Context: an optimization exercise on an open-source flow, tuned for small area and a short achievable clock period. The choices shown serve that exercise and are no tape-out recipe. Function was checked by simulation only, so behaviour that the tests miss may differ from the original. Power is estimated from default activity; no workload was simulated.

// exec_core
module exec_core (
	input  logic                            clk,
	input  logic                            rst_n,
	input  logic                            instr_valid,
	input  logic [exec_pkg::data_w-1:0]     instr,
	input  logic                            dump_start,
	output logic                            busy,
	output logic                            illegal,	 
	output logic                            dump_valid,
	output logic [exec_pkg::reg_addr_w-1:0] dump_addr,
	output logic [exec_pkg::data_w-1:0]     dump_data
);
Size in the first run: about 3400 cells after synthesis, ~1200 flip-flops, ~76 I/O pins, roughly 50000 um2 of cells after synthesis.
clock: 9.0 ns
lec_check: 0
cap_margin: 10
core_margin: 2
core_utilization: 45
slew_margin: 10
standard.sh (not shown) runs the stock make flow with config.mk's settings and CLKGATE_MAP_FILE= SYNTH_SCRIPT=/design/flow/synth_recipe.tcl, a recipe that flattens the netlist after the stock synthesis.
==> flow/flow/run.sh <==
#!/bin/bash
set -euo pipefail
export SETUP_SLACK_MARGIN=6.0
export CTS_ARGS="-sink_clustering_enable -repair_clock_nets -buf_list sky130_fd_sc_hd__clkbuf_8 -sink_clustering_size 16 -sink_clustering_max_diameter 50 -dont_use_dummy_load"
bash standard.sh > standard.log 2>&1
The baseline produced a clean layout.
Change:
Settings changed: CORE_UTILIZATION 45 to 60.
Result: The new run went through all stages and came out clean. Clock power hardly moves. Non-clock buffer count falls by 6. Power increases by 0.49%. Count of clock-buffer cells in the layout went up by 4.
Change:
==> flow/flow/run.sh (replaced) <==
#!/bin/bash
set -euo pipefail
export SETUP_SLACK_MARGIN=6.0
bash standard.sh > standard.log 2>&1
Settings changed: CORE_UTILIZATION 60 to 52, CTS_BUF_LIST from default to sky130_fd_sc_hd__clkbuf_8, CTS_CLUSTER_DIAMETER from default to 50, CTS_CLUSTER_SIZE from default to 16.
Result:
- routed wire length is higher by a few percent
- power is higher by a few percent
- via count is lower slightly
- cell count is higher by a few percent
- setup slack gets better by 73 ps
- global-route usage is lower by 3.5 points
- count of clock-buffer cells in the layout is higher by 4
- register-to-register slack gets better by 110 ps
- hold slack gets better by 7.0 ps
- synthesized cell count is unchanged
Change:
Settings changed: CORE_UTILIZATION 52 to 45, CTS_BUF_LIST sky130_fd_sc_hd__clkbuf_8 to default, CTS_CLUSTER_DIAMETER 50 to default, CTS_CLUSTER_SIZE 16 to default.
After rerunning:
- synthesized area is unchanged
- hold slack degrades by 11 ps
- critical path depth rose by 9
- clock power grows by well over a third
- setup slack got worse by 120 ps
- global-route usage is lower by 5.4 points
- power rose by roughly a tenth
- count of clock-buffer cells in the layout went up by 48
- die area grows by about a fifth
- sequential power is about the same
- first-iteration DRC count goes down by a few percent

* * *

exec_core again, from the RTL that the note above started with.
clock: 9.0 ns
lec_check: 0
cap_margin: 10
core_margin: 2
core_utilization: 45
cts_buf_list: sky130_fd_sc_hd__clkbuf_8
cts_cluster_diameter: 50
cts_cluster_size: 16
slew_margin: 10
==> flow/flow/run.sh <==
#!/bin/bash
set -euo pipefail
export SETUP_SLACK_MARGIN=6.0
bash standard.sh > standard.log 2>&1
==> next run, changes <==
PLACE_DENSITY = 0.7   (was default)
What happened: Utilization is about the same; via count grows by 1.5%; maximum frequency came out lower by 1.8%.
==> next run, changes <==
==> flow/flow/run.sh (replaced) <==
#!/bin/bash
set -euo pipefail
export SETUP_SLACK_MARGIN=6.0
export CTS_ARGS="-sink_clustering_enable -repair_clock_nets -buf_list sky130_fd_sc_hd__clkbuf_8 -sink_clustering_size 16 -sink_clustering_max_diameter 50 -dont_use_dummy_load"
bash standard.sh > standard.log 2>&1
CORE_UTILIZATION = 52   (was 45)
CTS_BUF_LIST = default   (was sky130_fd_sc_hd__clkbuf_8)
CTS_CLUSTER_DIAMETER = default   (was 50)
CTS_CLUSTER_SIZE = default   (was 16)
PLACE_DENSITY = default   (was 0.7)
The changed run finished with timing, DRC and antenna clean.
Worst setup slack improves by 0.13 ns.
Non-clock buffer count went down by 14.
Sequential cell count stays the same.
Fmax went up by 4.2%.
Cell area went down by about 1.7%.
Via count went down by 0.56%.
==> next run, changes <==
==> flow/flow/run.sh (replaced) <==
#!/bin/bash
set -euo pipefail
export SETUP_SLACK_MARGIN=5.8
bash standard.sh > standard.log 2>&1
CORE_UTILIZATION = 45   (was 52)
=> Total power rose by 15%; routed wire length fell by 1.0%; setup slack degrades by 0.15 ns; combinational power fell by about 3%; global-route usage fell by 5.1 points; clock power rose by about 70%; maximum frequency fell by 4.7%; area after synthesis is unchanged; non-clock buffer count fell by 8; clock skew fell by 0.058 ns; register-to-register slack degrades by 0.15 ns.

* * *

the previous run:
Starting RTL as in the previous note.
Settings: LEC_CHECK=0, CAP_MARGIN=10, CORE_MARGIN=2, CORE_UTILIZATION=56, SLEW_MARGIN=10; clock period 9.0 ns.
==> flow/flow/run.sh <==
#!/bin/bash
set -euo pipefail
export SETUP_SLACK_MARGIN=6.0
export CTS_ARGS="-sink_clustering_enable -repair_clock_nets -buf_list sky130_fd_sc_hd__clkbuf_8 -sink_clustering_size 16 -sink_clustering_max_diameter 50 -dont_use_dummy_load"
bash standard.sh > standard.log 2>&1
Modified inputs, the current run compared to the previous run
- an added CTS_CLUSTER_SIZE of 16
- an added CTS_BUF_LIST of sky130_fd_sc_hd__clkbuf_8
- an added CTS_CLUSTER_DIAMETER of 50
- a change of CORE_UTILIZATION from 56 to 45
==> flow/flow/run.sh <==
#!/bin/bash
set -euo pipefail
export SETUP_SLACK_MARGIN=6.3
bash standard.sh > standard.log 2>&1
### Flow results
The current run vs the previous run, via count went up by 0.66%.
The current run gives less worst voltage drop across the vdd grid than the previous run did.
The global-route usage reported for the current run is smaller than that of the previous run by 7.2 points.
The current run vs. the previous run: global routing usage on met3 went down by 2.8 points.
Compared with the previous run, post-detailed-placement half-perimeter wirelength in the current run decreased slightly.

-- re-timing with driven ports --
The flow's constraints put no driver on any port. The routed layouts listed below were extracted and timed again, unchanged, in two steps. Step 1, drivers: a clkbuf_16 drives clk and a buf_2 each remaining input, both assumed. Step 2 adds t to the input delays and takes it off the output delays; t is the mean of the earliest and latest rising clock arrival at the registers after step 1. Input paths then give back, and output paths get back, about the clock's delay inside the block. Three values: no drivers, after step 1, after step 2; two values: the first two.
run	shift t [ns]	setup slack, ns	worst setup path at the end	latest minus earliest clock arrival (ns)	pins driven straight from the clock port
the first run of note 1	0.835	5.816 / 5.816 / 5.246	input to register	0.120 / 0.121	1
the second run of note 1	0.826	5.834 / 5.834 / 5.235	input to register	0.135 / 0.135	1
the third run of note 1	0.857	5.907 / 5.841 / 5.159	input to register	0.054 / 0.053	1
the fourth run of note 1	0.792	5.783 / 5.783 / 5.231	input to register	0.040 / 0.039	1
the first run of note 2	0.869	5.841 / 5.834 / 5.234	input to register	0.052 / 0.052	1
the second run of note 2	0.838	5.783 / 5.783 / 5.228	input to register	0.083 / 0.083	1
the third run of note 2	0.837	5.912 / 5.857 / 5.214	input to register	0.101 / 0.102	1
the fourth run of note 2	0.788	5.760 / 5.760 / 5.090	input to register	0.046 / 0.045	1
the previous run	0.818	5.824 / 5.824 / 5.194	input to register	0.121 / 0.122	1
the current run	0.905	5.798 / 5.798 / 5.401	input to register	0.095 / 0.095	1
After both steps every run listed still meets setup and hold. The setup slack of the third run of note 1, which loses most, moves by -0.066 ns with the drivers and by -0.748 ns with both steps.
